Background: an optimization exercise with open tools, aiming at small area, a short achievable clock period and few clock cycles per item. Do not read the settings as production practice.
Function was checked by simulation only, so behaviour that the tests miss may differ from the original.
No activity file was given, so power comes from the tool's default toggle rates.

--- flow/design.v ---
package lsp_pkg;
	typedef logic [16-1:0] lsp_t;
	typedef logic [$clog2(16)-1:0] lsp_index_t;
	function automatic lsp_t lsp_codebook(input int row, input int entry);
		lsp_codebook = 16'hffff;
		case (row)
			0:
				case (entry)
					0: lsp_codebook = 800;
					1: lsp_codebook = 1000;
					2: lsp_codebook = 1200;
					3: lsp_codebook = 1400;
					4: lsp_codebook = 1600;
					5: lsp_codebook = 1800;
					6: lsp_codebook = 2000;
					7: lsp_codebook = 2200;
					8: lsp_codebook = 2400;
					9: lsp_codebook = 2600;
					10: lsp_codebook = 2800;
					11: lsp_codebook = 3000;
					12: lsp_codebook = 3200;
					13: lsp_codebook = 3400;
					14: lsp_codebook = 3600;
					15: lsp_codebook = 3800;
					default: lsp_codebook = 16'hffff;
				endcase
			1:
				case (entry)
					0: lsp_codebook = 1600;
					1: lsp_codebook = 1900;
					2: lsp_codebook = 2200;
					3: lsp_codebook = 2500;
					4: lsp_codebook = 2800;
					5: lsp_codebook = 3100;
					6: lsp_codebook = 3400;
					7: lsp_codebook = 3700;
					8: lsp_codebook = 4000;
					9: lsp_codebook = 4300;
					10: lsp_codebook = 4600;
					11: lsp_codebook = 4900;
					12: lsp_codebook = 5200;
					13: lsp_codebook = 5500;
					14: lsp_codebook = 5800;
					15: lsp_codebook = 6100;
					default: lsp_codebook = 16'hffff;
				endcase
			2:
				case (entry)
					0: lsp_codebook = 3000;
					1: lsp_codebook = 3400;
					2: lsp_codebook = 3800;
					3: lsp_codebook = 4200;
					4: lsp_codebook = 4600;
					5: lsp_codebook = 5000;
					6: lsp_codebook = 5400;
					7: lsp_codebook = 5800;
					8: lsp_codebook = 6200;
					9: lsp_codebook = 6600;
					10: lsp_codebook = 7000;
					11: lsp_codebook = 7400;
					12: lsp_codebook = 7800;
					13: lsp_codebook = 8200;
					14: lsp_codebook = 8600;
					15: lsp_codebook = 9000;
					default: lsp_codebook = 16'hffff;
				endcase
			3:
				case (entry)
					0: lsp_codebook = 4000;
					1: lsp_codebook = 4500;
					2: lsp_codebook = 5000;
					3: lsp_codebook = 5500;
					4: lsp_codebook = 6000;
					5: lsp_codebook = 6500;
					6: lsp_codebook = 7000;
					7: lsp_codebook = 7500;
					8: lsp_codebook = 8000;
					9: lsp_codebook = 8500;
					10: lsp_codebook = 9000;
					11: lsp_codebook = 9500;
					12: lsp_codebook = 10000;
					13: lsp_codebook = 10500;
					14: lsp_codebook = 11000;
					15: lsp_codebook = 11500;
					default: lsp_codebook = 16'hffff;
				endcase
			4:
				case (entry)
					0: lsp_codebook = 6000;
					1: lsp_codebook = 6600;
					2: lsp_codebook = 7200;
					3: lsp_codebook = 7800;
					4: lsp_codebook = 8400;
					5: lsp_codebook = 9000;
					6: lsp_codebook = 9600;
					7: lsp_codebook = 10200;
					8: lsp_codebook = 10800;
					9: lsp_codebook = 11400;
					10: lsp_codebook = 12000;
					11: lsp_codebook = 12600;
					12: lsp_codebook = 13200;
					13: lsp_codebook = 13800;
					14: lsp_codebook = 14400;
					15: lsp_codebook = 15000;
					default: lsp_codebook = 16'hffff;
				endcase
			5:
				case (entry)
					0: lsp_codebook = 8000;
					1: lsp_codebook = 8700;
					2: lsp_codebook = 9400;
					3: lsp_codebook = 10100;
					4: lsp_codebook = 10800;
					5: lsp_codebook = 11500;
					6: lsp_codebook = 12200;
					7: lsp_codebook = 12900;
					8: lsp_codebook = 13600;
					9: lsp_codebook = 14300;
					10: lsp_codebook = 15000;
					11: lsp_codebook = 15700;
					12: lsp_codebook = 16400;
					13: lsp_codebook = 17100;
					14: lsp_codebook = 17800;
					15: lsp_codebook = 18500;
					default: lsp_codebook = 16'hffff;
				endcase
			6:
				case (entry)
					0: lsp_codebook = 10000;
					1: lsp_codebook = 10800;
					2: lsp_codebook = 11600;
					3: lsp_codebook = 12400;
					4: lsp_codebook = 13200;
					5: lsp_codebook = 14000;
					6: lsp_codebook = 14800;
					7: lsp_codebook = 15600;
					8: lsp_codebook = 16400;
					9: lsp_codebook = 17200;
					10: lsp_codebook = 18000;
					11: lsp_codebook = 18800;
					12: lsp_codebook = 19600;
					13: lsp_codebook = 20400;
					14: lsp_codebook = 21200;
					15: lsp_codebook = 22000;
					default: lsp_codebook = 16'hffff;
				endcase
			7:
				case (entry)
					0: lsp_codebook = 14000;
					1: lsp_codebook = 15200;
					2: lsp_codebook = 16400;
					3: lsp_codebook = 17600;
					4: lsp_codebook = 18800;
					5: lsp_codebook = 20000;
					6: lsp_codebook = 21200;
					7: lsp_codebook = 22400;
					default: lsp_codebook = 16'hffff;
				endcase
			8:
				case (entry)
					0: lsp_codebook = 18000;
					1: lsp_codebook = 19500;
					2: lsp_codebook = 21000;
					3: lsp_codebook = 22500;
					4: lsp_codebook = 24000;
					5: lsp_codebook = 25500;
					6: lsp_codebook = 27000;
					7: lsp_codebook = 28500;
					default: lsp_codebook = 16'hffff;
				endcase
			9:
				case (entry)
					0: lsp_codebook = 24000;
					1: lsp_codebook = 28000;
					2: lsp_codebook = 32000;
					3: lsp_codebook = 36000;
					default: lsp_codebook = 16'hffff;
				endcase
			default: lsp_codebook = 16'hffff;
		endcase
	endfunction
	function automatic int lsp_cb_size(input int row);
		if (row < 7)
			lsp_cb_size = 16;
		else if (row < 9)
			lsp_cb_size = 8;
		else
			lsp_cb_size = 4;
	endfunction
	function automatic int lsp_index_bits(input int row);
		if (row < 7)
			lsp_index_bits = 4;
		else if (row < 9)
			lsp_index_bits = 3;
		else
			lsp_index_bits = 2;
	endfunction
endpackage
package frame_pkg;
	typedef enum logic [1:0]
	{
		IDLE,
		QUANT,
		DONE
	} enc_state_t;
	typedef logic [48-1:0] frame_bits_t;
	typedef logic [8-1:0] woe_index_t;
endpackage
module lsp_scalar_quantizer
#(
	parameter int unsigned lane_num = 0
)
(
	input  lsp_pkg::lsp_t value,
	output lsp_pkg::lsp_index_t gray
);
	localparam int unsigned entries = lsp_pkg::lsp_cb_size(lane_num);
	localparam int unsigned bits = lsp_pkg::lsp_index_bits(lane_num);
	logic [entries:0] t;
	always_comb
	begin
		t[0] = 1'b1;
		t[entries] = 1'b0;
		for (int k = 1; k < entries; k++)
			t[k] = ({1'b0, value} > (({1'b0, lsp_pkg::lsp_codebook(lane_num, k - 1)} +
				{1'b0, lsp_pkg::lsp_codebook(lane_num, k)}) >> 1));
	end
	always_comb
	begin
		gray = '0;
		for (int j = 0; j < bits - 1; j++)
			for (int r = 0; r < entries; r += (4 << j))
				gray[j] = gray[j] | (t[r + (1 << j)] & ~t[r + 3 * (1 << j)]);
		gray[bits - 1] = t[1 << (bits - 1)];
	end
endmodule
module frame_packer
(
	input  logic [10*16-1:0] lsp_in,
	input  logic voiced_first,
	input  logic voiced_second,
	input  frame_pkg::woe_index_t woe_index,
	output frame_pkg::frame_bits_t frame_word
);
	localparam int iw = $clog2(16);
	logic [10*iw-1:0] lane_gray;
	for (genvar g = 0; g < 10; g++)
	begin : g_lane
		lsp_scalar_quantizer #(.lane_num(g)) u_quant
		(
			.value (lsp_in[g*16 +: 16]),
			.gray (lane_gray[g*iw +: iw])
		);
	end
	always_comb
	begin
		int pos;
		frame_word = '0;
		frame_word[48-1] = voiced_first;
		frame_word[48-2] = voiced_second;
		frame_word[48-3 -: 8] = woe_index ^ (woe_index >> 1);
		pos = 48 - 2 - 8;
		for (int l = 0; l < 10; l++)
		begin
			pos = pos - lsp_pkg::lsp_index_bits(l);
			for (int b = 0; b < lsp_pkg::lsp_index_bits(l); b++)
				frame_word[pos + b] = lane_gray[l*iw + b];
		end
	end
endmodule
module codec2_frame_encoder
(
	input  logic clk,
	input  logic rst,
	input  logic start,
	input  logic [10*16-1:0] lsp_in,
	input  logic voiced_first,
	input  logic voiced_second,
	input  frame_pkg::woe_index_t woe_index,
	output frame_pkg::frame_bits_t encoded_bits,
	output logic done_frame
);
	logic busy;
	logic accept;
	frame_pkg::frame_bits_t frame_word;
	frame_pkg::frame_bits_t word_q;
	assign accept = start && !busy;
	frame_packer u_packer
	(
		.lsp_in (lsp_in),
		.voiced_first (voiced_first),
		.voiced_second (voiced_second),
		.woe_index (woe_index),
		.frame_word (frame_word)
	);
	always_ff @(posedge clk or negedge rst)
	begin
		if (!rst)
		begin
			busy <= 1'b0;
			done_frame <= 1'b0;
			word_q <= '0;
		end
		else
		begin
			busy <= accept;
			if (accept)
				done_frame <= 1'b1;
			if (accept)
				word_q <= frame_word;
		end
	end
	assign encoded_bits = word_q;
endmodule
--- flow/config.mk ---
export PLATFORM = sky130hd
export DESIGN_NAME = codec2_frame_encoder
export DESIGN_NICKNAME = codec2_frame_encoder
export VERILOG_FILES = /design/flow/design.v
export SDC_FILE = /design/flow/constraint.sdc
export NUM_CORES = 4
export LEC_CHECK = 0
export CAP_MARGIN = 20
export CORE_MARGIN = 2
export CORE_UTILIZATION = 40
export SLEW_MARGIN = 20
--- flow/constraint.sdc ---
create_clock -name core_clock -period 8.0 [get_ports {clk}]
set_input_delay 1.6000 -clock core_clock [delete_from_list [all_inputs] [get_ports {clk}]]
set_output_delay 1.6000 -clock core_clock [all_outputs]
set_load 0.01 [all_outputs]
--- flow/run.sh ---
#!/bin/bash
# synth_recipe.tcl (not shown) runs the flow's synth.tcl, then flattens the netlist and writes it again
# the make line also repeats each setting of config.mk as NAME=value (left out here)
make -C /OpenROAD-flow-scripts/flow DESIGN_CONFIG=/design/flow/config.mk WORK_HOME=/design/flow/orfs CLKGATE_MAP_FILE= SYNTH_SCRIPT=/design/flow/synth_recipe.tcl finish
==> reports/summary.md, run 1 <==
Yosys mapped the design onto 86 distinct sky130hd cell types. The clock latency of the later-clocked register in the worst-skew pair was 0.30 ns; the final critical path time including I/O delays and setup was 3.97 ns. Final count of hold timing violations: 0. Counting the fill cells in the layout gives 1776. For the final core utilization, the log shows 0.529.

The area added between synthesis and finish is 31.0%. No sink is reached through more buffers than the 2 on the longest clock path. Number of buffers inserted by hold repair at cts: 0.

The library cell used most frequently in the layout, excluding fill and tap cells, is sky130_fd_sc_hd__clkdlybuf4s50_1. The clock-pin transition on the worst setup and hold timing paths works out to 0.07 ns. The flow ran to the end and the layout has no timing, DRC or antenna violations. In the routed layout, each cell is associated on average with a via count of 6.59. The proportion of power drawn by flip-flops and latches is 0.305, and the sequential fraction of the synthesis area is 0.167. Worst endpoint required time: 8.17 ns. Across the VDD grid, the largest voltage drop is 0.0861 mV. The chip width was 138 um; the initial cell density of the core was 0.404.

Switching power share of the total: 0.373. The global-route wire length before repair came out at 44300 um. The Yosys step of the flow raised 12 warnings. The tools report the critical path capture point type as a flop. The logs give 0.454 for the share of total power in combinational logic and 0 for the final global-route overflow total.

The run gives 1383 as the number of nets in the layout. In the layout the commonest cells are 218 x sky130_fd_sc_hd__clkdlybuf4s50_1, 120 x sky130_fd_sc_hd__nand2_1, 96 x sky130_fd_sc_hd__nor2_1, 75 x sky130_fd_sc_hd__o21ai_0, 70 x sky130_fd_sc_hd__a21oi_1. Summed over all nets, the half-perimeter wirelength after detailed placement is 19400 um. The post-synthesis async set-or-reset flop share was 1.00.

Data arrives at the worst endpoint at 4.14 ns. The logs give 1 for the number of antenna violations at the first check in global routing and 0.0191 sq mm for the die area. The internal portion of the total power is 594 uW.

The cell at the root of the clock tree is sky130_fd_sc_hd__clkbuf_16. The switching power is 354 uW, and the final weighted congestion of routability-driven global placement is 0.970. The H-tree generated during clock tree synthesis spans 2 levels.

The logs give 0 for the post-cts resize count and 0.00307 uW for the leakage power. The count of nets left with antenna violations once routing finished came out at 0. The via count of the routed design is 9499, and the via count of the first global-routing pass is 8693.

TritonCTS built the clock tree. At the pin with the least slew margin, the transition time is 0.955 ns. The count of flip-flops with a built-in enable after synthesis is 0, and the total power divided by cell area is 100 mW/mm^2. Counting every instance in the synthesized netlist gives 1086. The number of buffers inserted during clock tree synthesis was 5.

The highest fanout seen on the critical path was 18; the proportion of power drawn by the clock network was 0.241. The number of DRC violations after detailed-routing iteration 0 is 854. In the routed design, unresolved DRC markers number 0.

The run gives 0 ns as the accumulated negative setup slack. Timing would allow up to 252 MHz. The worst setup path is of the in2reg kind. The post-synthesis area per instance is 6.64 sq um, and the number of flip-flops and latches in the synthesized netlist is 48. Setup repair after global routing left no endpoint under its margin. Entering global routing, the biggest net connects 54 pins. For the total of max-cap violations, the log shows 0. The setup clock skew after layout was 0.00544 ns; the area inside the core boundary was 0.0178 sq mm. The detailed-routing iteration count for the pre-antenna-repair pass was 7; the setup violation total in the final timing report was 0.

The floorplan has 49 rows. The fraction of the cycle the final worst path needs is 0.497, and the buffer count from post-CTS setup fixing is 0. The total routing usage reported by global routing is 0.269. STA classifies the critical path startpoint as a primary input.

The top flip-flop cell by instance count after synthesis is sky130_fd_sc_hd__dfrtp_1. The I/O pin count came out at 222. The proportion of layout cells with a drive suffix above 1 came out at 0.0297. The number of buffer cells added on primary ports came out at 219. The max-slew violation count is 0, and the average wire length per cell after detail routing is 18.6 um. The min-delay analysis places its worst path in the category reg2reg. For the mapped cell area, the log shows 0.00721 sq mm.

For this block, the routed nets add up to 26900 um of wire. The worst relative slew slack is 0.357, and the number of clock sinks seen by CTS is 48. The y dimension of the die works out to 138 um.
[area by class of cell]
class | count | area (sq um) | share of cell area
multi-input cells | 913 | 5510 | 0.584
clock inverters | 2 | 15.0 | 0.00159
flip-flops and latches | 48 | 1200 | 0.127
repair buffers | 222 | 2210 | 0.234
inverters | 20 | 75.1 | 0.00795
well taps | 229 | 287 | 0.0304
clock buffers | 6 | 139 | 0.0147
diodes | 1 | 2.50 | 0.000265
[per-layer routing]
layer	global-route usage	wire length, um	up-vias
li1	-	-	4482
met1	0.380	11600	4365
met2	0.429	12300	594
met3	0.0412	2400	58
met4	0.0741	573	0
met5	0	0	-
[final timing paths]
| kind | from | end | slack (ns) | cells past startpoint |
|---|---|---|---|---|
| worst max register to register | busy | word_q[18] | 5.91 | 8 |
| worst min-delay path | word_q[39] | word_q[39] | 0.48 | 2 |
| worst max-delay path | lsp_in[52] | word_q[22] | 4.03 | 7 |
| max in group asynchronous | rst | word_q[32] | 6.14 | 2 |
| min in group asynchronous | rst | word_q[38] | 1.42 | 2 |
| worst min register to register | word_q[39] | word_q[39] | 0.48 | 2 |
[logic make-up after synthesis]
| kind of cell | Yosys count | synth area share |
|---|---|---|
| AOI/OAI and AO/OA | 371 | 0.351 |
| xor gates and xnor gates | 7 | 0.00851 |
| buffers and inverters | 126 | 0.0696 |
| DFF | 48 | 0.167 |
| muxes | 2 | 0.00278 |
| other | 1 | 0.000520 |
| and+or+nand+nor | 531 | 0.401 |
[metrics by stage]
stage | total power (uW) | setup WS, ns | cell area [sq um] | instances | hold slack, ns
after detailed placement | 718 | 3.81 | 9280 | 1432 | 0.454
after global placement | 720 | 3.81 | 9280 | 1432 | 0.454
final | 948 | 4.03 | 9440 | 1441 | 0.481
after floorplan | 498 | 4.75 | 7210 | 1087 | 0.504
after global routing | 1010 | 3.82 | 9440 | 1441 | 0.493
after CTS | 951 | 4.04 | 9440 | 1440 | 0.478
[power by group through the flow]
stage / combinational [uW] / clock [uW] / sequential, uW
finish: 430 / 229 / 289
global route: 467 / 246 / 293
CTS: 426 / 236 / 289
detailed placement: 424 / 0 / 294
global placement: 427 / 0 / 293
floorplan: 195 / 0 / 302
[critical path, cell delays in order]
cell and delay, ns:
sky130_fd_sc_hd__clkdlybuf4s50_1 0.87, sky130_fd_sc_hd__nand2_1 0.23, sky130_fd_sc_hd__or4_1 0.56, sky130_fd_sc_hd__a32oi_1 0.23, sky130_fd_sc_hd__nor4_1 0.08, sky130_fd_sc_hd__a2111oi_0 0.47
sky130_fd_sc_hd__o21ai_1 0.09
[cell usage after synthesis, types with 5 or more instances]
master                      instances  area [sq um]
sky130_fd_sc_hd__nand3_1           49           245
sky130_fd_sc_hd__clkbuf_1          93           349
sky130_fd_sc_hd__and4_1             6          52.6
sky130_fd_sc_hd__buf_2              7          35.0
sky130_fd_sc_hd__nand3b_1          13          97.6
sky130_fd_sc_hd__a21oi_1           70           350
sky130_fd_sc_hd__nand2_1          120           450
sky130_fd_sc_hd__nand4_1           32           200
sky130_fd_sc_hd__nand2b_1          12          75.1
sky130_fd_sc_hd__and3_1             7          43.8
sky130_fd_sc_hd__nor4bb_1           5          50.1
sky130_fd_sc_hd__or2_2              7          43.8
sky130_fd_sc_hd__nor4_1            33           206
sky130_fd_sc_hd__nor4b_1           12           105
sky130_fd_sc_hd__o41ai_1           14           123
sky130_fd_sc_hd__a2111oi_0         10          87.6
sky130_fd_sc_hd__or4_1             12          90.1
sky130_fd_sc_hd__o2111ai_1          5          43.8
sky130_fd_sc_hd__a211o_1            7          61.3
sky130_fd_sc_hd__nor2_1            96           360
sky130_fd_sc_hd__o211ai_1          16           120
sky130_fd_sc_hd__dfrtp_1           48          1200
sky130_fd_sc_hd__a41oi_1            7          61.3
sky130_fd_sc_hd__xnor2_1            7          61.3
sky130_fd_sc_hd__o21a_1            12          90.1
sky130_fd_sc_hd__o31ai_1           13          97.6
sky130_fd_sc_hd__nor2b_1           12          75.1
sky130_fd_sc_hd__a311o_1            5          50.1
sky130_fd_sc_hd__or3_1             18           113
sky130_fd_sc_hd__nor3_1            51           255
sky130_fd_sc_hd__o311ai_0           6          52.6
sky130_fd_sc_hd__nand4b_1           8          70.1
sky130_fd_sc_hd__o21ai_0           75           375
sky130_fd_sc_hd__nor3b_1           10          75.1
sky130_fd_sc_hd__a211oi_1          17           128
sky130_fd_sc_hd__a31oi_1           42           263
sky130_fd_sc_hd__o22ai_1            5          31.3
sky130_fd_sc_hd__a21o_1             6          45.0
sky130_fd_sc_hd__inv_1             19          71.3
sky130_fd_sc_hd__a311oi_1           8          70.1
[state kept, by name, indices dropped and copies added, names as in the netlist]
name and count:
word_q 46, done_frame 1, busy 1
Testbench counts, summed over its fixed seeds: cycles 776, frames 384.
==> inputs of run 2 (changes only) <==
--- a/flow/config.mk
+++ b/flow/config.mk
@@ -8,4 +8,5 @@
 export CAP_MARGIN = 20
 export CORE_MARGIN = 2
 export CORE_UTILIZATION = 40
+export SETUP_SLACK_MARGIN = 5
 export SLEW_MARGIN = 20
==> reports/summary.md, run 2 <==
The run finished with no timing, DRC or antenna violations. The critical path goes through clkbuf_2, or4_4, or3b_4, a311oi_4, nor3_4, nor4_2, o21ai_1. The top-area cell type share of the netlist area works out to 0.167. The initialized floorplan defines 49 standard-cell rows. Clock latency on the worst-skew pair, taken at its later pin, is 0.30 ns. The logs give 29000 um for the total wire length and 0 for the number of antenna diodes. Synthesis produced a netlist whose cell count is 1086. The largest total area in the synthesized netlist belongs to sky130_fd_sc_hd__dfrtp_1.

Number of antenna violations at the first check in global routing: 0. The tools report the capture point of the worst reg-to-reg path as word_q[6]. By startpoint and endpoint, the worst setup path is classified as in2reg. Data on the critical path is required at its endpoint by 8.18 ns. The tools report the leakage power as 0.00374 uW. Counting flops and latches in the post-synthesis netlist gives 48. Yosys mapped a number of flops with a built-in enable equal to 0. The post-synthesis share of cell area spent on and, or, nand and nor gates was 0.401. By instance count, the leading cell after synthesis is sky130_fd_sc_hd__nand2_1.

The final global-route overflow total is 0. The total power divided by cell area is 96.5 mW/mm^2, and the setup clock skew after layout is 0.00609 ns. Endpoint of the most critical setup path: word_q[10].

For the number of clock sinks seen by CTS, the log shows 48. The first global-routing pass estimated 45600 um of wire. For this design the top-level I/O count stands at 222. The via count of the first global-routing pass is 8685, and the average wire length per cell after detail routing is 19.6 um. The commonest non-fill, non-tap cell in the layout is sky130_fd_sc_hd__nand2_1. In the final design database the tool counted 1420 nets.

The register with the most flip-flops in the final layout is word_q. The detailed router finished its first iteration with 963 violations. For this run, the slowest stage of the critical path takes 0.52 ns. The post-synthesis async set-or-reset flop share was 1.00. TritonCTS built the clock tree. Summing over every cut layer, the via total after detailed routing is 9760. Max-slew violation count: 0.

The commonest cells after synthesis are 120 x sky130_fd_sc_hd__nand2_1, 96 x sky130_fd_sc_hd__nor2_1, 93 x sky130_fd_sc_hd__clkbuf_1. The post-synthesis mux area share is 0.00278. After clock tree synthesis, the clock-pin slew on the worst setup and hold paths is 0.07 ns. The number of warning messages in the yosys log was 12; the proportion of layout cells with a drive suffix above 1 was 0.220.

The floorplan step defined a core boundary enclosing 0.0178 sq mm. The number of buffers inserted by hold repair at cts was 0; the final core utilization was 0.583. Across the run, the number of max-cap violations was 0.

Number of buffers inserted during clock tree synthesis: 5. STA classifies the critical path startpoint as a primary input. The area added between synthesis and finish was 44.3%. Number of distinct standard cells referenced by the synthesized netlist: 86. The worst relative slew slack was 0.567. The tools report the peak clock frequency supported by timing as 311 MHz. The largest registers in the layout are word_q x46, busy x1, done_frame x1. The slowest cell on the critical path is sky130_fd_sc_hd__or4_4. The worst-margin pin slew is 0.650 ns, and the post-synthesis area per instance is 6.64 sq um.

The total routing usage reported by global routing is 0.279. In this run the remaining antenna-violating nets after routing total 0. The y dimension of the die is 138 um. The count of buffers added on input and output ports is 219. The die covers 0.0191 sq mm. For the finished layout, the period the worst path requires is 3.22 ns. The run gives 6 as the detailed-routing iteration count for the pre-antenna-repair pass. In the post-synthesis netlist, the biggest area contributors are sky130_fd_sc_hd__dfrtp_1 17%, sky130_fd_sc_hd__nand2_1 6.3%, sky130_fd_sc_hd__o21ai_0 5.2%. In this run the horizontal extent of the chip is 138 um. The cell depth of the worst flop-to-flop path was 9; the maximum buffer depth of the clock tree was 2.

After synthesis, the largest family of logic cells by area is simple AND/OR/NAND/NOR gates. The sequential fraction of the synthesis area is 0.167. Entering global routing, the biggest net connects 49 pins. The area fraction in compound gates after synthesis is 0.351, and the mapped cell area is 0.00721 sq mm. The via-per-instance ratio was 6.61; the accumulated negative setup slack was 0 ns. Among all flip-flop cells after synthesis, the most frequent one is sky130_fd_sc_hd__dfrtp_1.

Setup violations remaining at the end of the flow were counted as 0. The post-synthesis share of cell area spent on xor and xnor gates came out at 0.00851. Setup slack on the worst flop-to-flop path: 6.25 ns. In the layout the commonest cells are 117 x sky130_fd_sc_hd__nand2_1, 86 x sky130_fd_sc_hd__nor2_1, 77 x sky130_fd_sc_hd__clkdlybuf4s50_1, 64 x sky130_fd_sc_hd__o21ai_0, 64 x sky130_fd_sc_hd__a21oi_1. The tools report the final count of hold timing violations as 0. Launch point of the worst reg-to-reg path: busy. The sum of buffers and inverters on the critical path is 1, and the signal arrival time at the worst endpoint is 3.40 ns. IR analysis of the VDD net gives a maximum drop of 0.103 mV.

The post-route DRC violation count was 0. Startpoint of the most critical setup path: lsp_in[96]. The register with the most flip-flops in the layout has 46 of them. Dominant delay contributor by cell family on the critical path: simple AND/OR/NAND/NOR gates. In this run the worst path has a maximum fanout of 2.

The wire-length estimate of the detail-placed layout is 19400 um. Setup repair after global routing could not meet its margin everywhere. The worst setup path is captured at a flop. The area share of fa/ha/maj cells after synthesis is 0, and the depth of the CTS H-tree is 2.

Fraction of the cycle the final worst path needs: 0.403. In this run the clock root is driven by a sky130_fd_sc_hd__clkbuf_16. The final weighted congestion of routability-driven global placement is 0.939, and the initial cell density of the core is 0.404. The worst hold path belongs to the class reg2reg. The critical path runs through a total of 7 cells.
==> run 2: cell counts after synthesis <==
No cell type changed its count.
==> run 2: logic make-up (layout without fill, tap and decap cells) <==
group           count (synthesis)  after routing
compound gates                371            371
xor+xnor                        7              7
buf+inv                       126            287
flops                          48             48
mux                             2              2
other cells                     1              2
simple gates                  531            531
==> run 2: power by group <==
group	total, uW	internal [uW]	leakage, uW	switching, uW
registers	289	271	0.000577	18.4
logic	471	206	0.00308	265
clock network	244	147	0.0000808	96.4
==> run 2: repair_timing <==
item                                    CTS  global route
pin swaps                                57            58
gates cloned                              2             0
gates resized for setup                 412           215
endpoints found under the setup margin   39            27
buffers inserted                         27             7
==> run 2: routing by layer <==
layer / vias up / part of all wire / GRT usage
li1: 4560 / - / -
met1: 4625 / 0.43 / 0.398
met2: 520 / 0.47 / 0.446
met3: 55 / 0.081 / 0.0416
met4: 0 / 0.020 / 0.0623
met5: - / 0 / 0
==> run 2: worst min-delay path by stage <==
stage | start | endpoint | slack [ns] | depth (start not counted)
finish | word_q[36] | word_q[36] | 0.48 | 2
global route | word_q[16] | word_q[16] | 0.51 | 2
CTS | done_frame | done_frame | 0.48 | 1
detailed placement | done_frame | done_frame | 0.45 | 1
global placement | word_q[42] | word_q[42] | 0.46 | 2
floorplan | done_frame | done_frame | 0.50 | 1
==> run 2: worst reg2reg max path: cells and delay by family, from the launching register on <==
kind | cells | cell delay [ns]
AOI/OAI and AO/OA | 2 | 0.16
buffers and inverters | 3 | 0.41
DFF | 1 | 0.37
and+or+nand+nor | 4 | 0.67
==> run 2: stage by stage <==
| stage | hold WS, ns | total power (uW) | setup WS [ns] | cell area [sq um] | instances |
|---|---|---|---|---|---|
| after CTS | 0.479 | 987 | 4.73 | 10100 | 1470 |
| after global placement | 0.462 | 726 | 3.83 | 9350 | 1433 |
| after floorplan | 0.504 | 501 | 4.76 | 7300 | 1087 |
| final | 0.482 | 1000 | 4.78 | 10400 | 1477 |
| after detailed placement | 0.455 | 722 | 3.74 | 9350 | 1433 |
| after global routing | 0.511 | 1060 | 4.76 | 10400 | 1477 |
==> run 2: area by class of cell <==
class	instances	area, sq um
clock buffer	6	129
clock inverter	2	35.0
fill	1693	7440
inverter	20	101
multi-input combinational	913	6310
sequential	48	1200
tap	229	287
timing repair buffer	259	2340
==> inputs of run 3 (changes only) <==
--- a/flow/config.mk
+++ b/flow/config.mk
@@ -8,5 +8,5 @@
 export CAP_MARGIN = 20
 export CORE_MARGIN = 2
 export CORE_UTILIZATION = 40
-export SETUP_SLACK_MARGIN = 5
+export SETUP_SLACK_MARGIN = 3
 export SLEW_MARGIN = 20
==> reports/summary.md, run 3 <==
The worst hold path was traced through 2 stages. Worst relative slew slack: 0.357. Cell depth of the worst flop-to-flop path: 8. After detailed routing, the average wire length per cell comes to 18.6 um. The sequential fraction of the synthesis area is 0.167, and the via count of the routed design is 9499. Entering global routing, the biggest net connects 54 pins.

The post-synthesis async set-or-reset flop share is 1.00. The run gives 354 uW as the switching power. The number of clock buffers added by TritonCTS is 5. Synthesis handed over a netlist of 1086 instances.

Post-synthesis mux area share: 0.00278. For this block, the initial DRC count from the detailed router was 854. The tools report the depth of the CTS H-tree as 2.

The first detailed-routing pass took 7 iterations. The finished cells cover 0.00944 sq mm. The cell at the root of the clock tree was sky130_fd_sc_hd__clkbuf_16. The max-slew violation count is 0.

For this run, the number of Yosys warnings is 12. After floorplanning, the core was divided into 49 placement rows. Register containing the most flip-flops in the final layout: word_q.

The post-synthesis share of cell area spent on xor and xnor gates works out to 0.00851. The tools report the final count of hold timing violations as 0. In the final layout, the registers with the most flip-flops are word_q x46, busy x1, done_frame x1. The area fraction in compound gates after synthesis was 0.351. By area, the combinational part of the netlist is dominated by simple AND/OR/NAND/NOR gates. The fraction of the cycle the final worst path needs works out to 0.497. The path type of the worst setup path was in2reg.

Detailed placement finished with a half-perimeter wire length of 19400 um. Input and output buffers added on the ports amount to 219. Area share of fa/ha/maj cells after synthesis: 0.

STA classifies the critical path endpoint as a flop. The die covers 0.0191 sq mm. Setup violations remaining at the end of the flow were counted as 0.

The commonest non-fill, non-tap cell in the layout is sky130_fd_sc_hd__clkdlybuf4s50_1. Buffers added to address setup during post-CTS repair amount to 0. After synthesis the cells add up to 0.00721 sq mm. Most frequent cell after synthesis: sky130_fd_sc_hd__nand2_1.

In this run the remaining antenna-violating nets after routing total 0. Averaged over all synthesized cells, the footprint is 6.64 sq um. In this run the static leakage power is 0.00307 uW.

The area inside the core boundary was 0.0178 sq mm. For the proportion of power drawn by the clock network, the log shows 0.241. In this run the count of I/O pins placed on the die edge is 222.

The clock latency of the later-clocked register in the worst-skew pair is 0.30 ns, and the initial cell density of the core is 0.404. The biggest area contributor in the post-synthesis netlist is sky130_fd_sc_hd__dfrtp_1. The share of total power in combinational logic came out at 0.454.

Via-per-instance ratio: 6.59. After detailed routing, the number of remaining DRC violations is 0. In this run, post-CTS repair resized a total of 0 instances. Across the VDD grid, the largest voltage drop is 0.0861 mV. Setup repair after global routing left no endpoint under its margin. The number of nets in the layout was 1383.

The clock passes through at most 2 buffers. The internal power of the cells is 594 uW. Counting flops and latches in the post-synthesis netlist gives 48. The signal arrival time at the worst endpoint was 4.14 ns; the worst-margin pin slew was 0.955 ns.

After detailed placement, the total cell area comes to 0.00928 sq mm. For the number of antenna violations at the first check in global routing, the log shows 1. For the global-route wire length before repair, the log shows 44300 um. The tools report the peak clock frequency supported by timing as 252 MHz. In the synthesized netlist the dominant register cell turns out to be sky130_fd_sc_hd__dfrtp_1. The proportion of layout cells with a drive suffix above 1 is 0.0297, and the highest fanout seen on the critical path is 18.

The floorplan step set the die width to 138 um. The flip-flop count of the largest register after layout was 46. For this design, the sink count on the clock tree is 48. TritonCTS built the clock tree. STA classifies the critical path startpoint as a primary input. STA puts the critical path data required time at 8.17 ns.

Leaving out fill and tap cells, the most frequent cells in the layout are 218 x sky130_fd_sc_hd__clkdlybuf4s50_1, 120 x sky130_fd_sc_hd__nand2_1, 96 x sky130_fd_sc_hd__nor2_1, 75 x sky130_fd_sc_hd__o21ai_0, 70 x sky130_fd_sc_hd__a21oi_1. The logs give 0.970 for the final weighted congestion of routability-driven global placement and 0 for the total of max-cap violations. The total routing usage reported by global routing is 0.269.

The switching power share of the total is 0.373, and the post-synthesis share of cell area spent on and, or, nand and nor gates is 0.401. The floorplan step set the die height to 138 um. For this design the ratio of total power to cell area is 100 mW/mm^2. By count the netlist is led by 120 x sky130_fd_sc_hd__nand2_1, 96 x sky130_fd_sc_hd__nor2_1, 93 x sky130_fd_sc_hd__clkbuf_1. The final critical path time including I/O delays and setup was 3.97 ns. The number of different library cells used by synthesis comes to 86.

The run finished with no timing, DRC or antenna violations. After clock tree synthesis, the clock-pin slew on the worst setup and hold paths is 0.07 ns. Yosys attributes the largest share of cell area to sky130_fd_sc_hd__dfrtp_1 17%, sky130_fd_sc_hd__nand2_1 6.3%, sky130_fd_sc_hd__o21ai_0 5.2%.

The accumulated negative setup slack was 0 ns; the area added between synthesis and finish was 31.0%. In this run, post-CTS hold repair placed 0 buffers. The tools report the via count of the first global-routing pass as 8693.

The type of the tightest min-delay check was reg2reg. The logs give 0.305 for the proportion of power drawn by flip-flops and latches and 0 for the final global-route overflow total. The top-area cell type share of the netlist area is 0.167. The run gives 26900 um as the total wire length. Between clock sinks in the finished design, the worst skew comes to 0.00544 ns. Counting flops with a built-in enable in the synthesized netlist gives 0.
## run 3: critical path: stages
cell and delay (ns):
sky130_fd_sc_hd__clkdlybuf4s50_1 0.87, sky130_fd_sc_hd__nand2_1 0.23, sky130_fd_sc_hd__or4_1 0.56, sky130_fd_sc_hd__a32oi_1 0.23, sky130_fd_sc_hd__nor4_1 0.08, sky130_fd_sc_hd__a2111oi_0 0.47
sky130_fd_sc_hd__o21ai_1 0.09
## run 3: logic make-up (layout without fill, tap and decap cells)
family,count (synthesis),in the layout
compound gates,371,371
xor+xnor,7,7
buf+inv,126,250
flops,48,48
mux,2,2
other cells,1,3
simple gates,531,531
## run 3: final timing paths
kind | start | end | slack, ns
min reg2reg | word_q[39] | word_q[39] | 0.48
max | lsp_in[52] | word_q[22] | 4.03
min in group asynchronous | rst | word_q[38] | 1.42
min | word_q[39] | word_q[39] | 0.48
max reg2reg | busy | word_q[18] | 5.91
max in group asynchronous | rst | word_q[32] | 6.14
## run 3: area by class of cell
class,instances,area [sq um]
fill,1776,8400
multi-input combinational,913,5510
timing repair buffer,222,2210
sequential,48,1200
tap,229,287
clock buffer,6,139
inverter,20,75.1
clock inverter,2,15.0
antenna,1,2.50
## run 3: per-layer routing
layer | GRT usage | up-vias | wire [um]
li1 | - | 4482 | -
met4 | 0.0741 | 0 | 573
met1 | 0.380 | 4365 | 11600
met5 | 0 | - | 0
met2 | 0.429 | 594 | 12300
met3 | 0.0412 | 58 | 2400
## run 3: per-stage QoR
stage	hold slack (ns)	worst slack, ns	total power, uW	instances	utilization
4_1_cts	0.478	4.04	951	1440	0.529
5_1_grt	0.493	3.82	1010	1441	0.529
2_1_floorplan	0.504	4.75	498	1087	-
3_5_place_dp	0.454	3.81	718	1432	0.520
6_report	0.481	4.03	948	1441	0.529
3_3_place_gp	0.454	3.81	720	1432	0.520
## run 3: power by group through the flow
stage / Clock (uW) / Combinational [uW] / Sequential (uW)
after floorplan: 0 / 195 / 302
after global placement: 0 / 427 / 293
after detailed placement: 0 / 424 / 294
after CTS: 236 / 426 / 289
after global routing: 246 / 467 / 293
final: 229 / 430 / 289

## re-timing with driven ports
How much do the figures lean on ideal ports? The routed layouts below were timed once more, with nothing changed but the port constraints.
Step 1 sets driving cells, clkbuf_16 on the clock port and buf_2 on the other inputs (assumed; they add their load-dependent delay and slew).
Step 2, shift: input delay + t, output delay - t, t = (earliest + latest rising clock arrival at the registers) / 2. This alone moves slack from input paths to output paths.
Slacks: ideal / step 1 / step 2; pairs: ideal / step 1.
run | shift t [ns] | slack for setup (ns) | worst setup path at the end
run 1 | 0.335 | 4.025 / 4.037 / 3.702 | input to register
run 2 | 0.339 | 4.780 / 4.800 / 4.462 | input to register
run 3 | 0.335 | 4.025 / 4.037 / 3.702 | input to register
After both steps setup and hold are still met in every run listed.
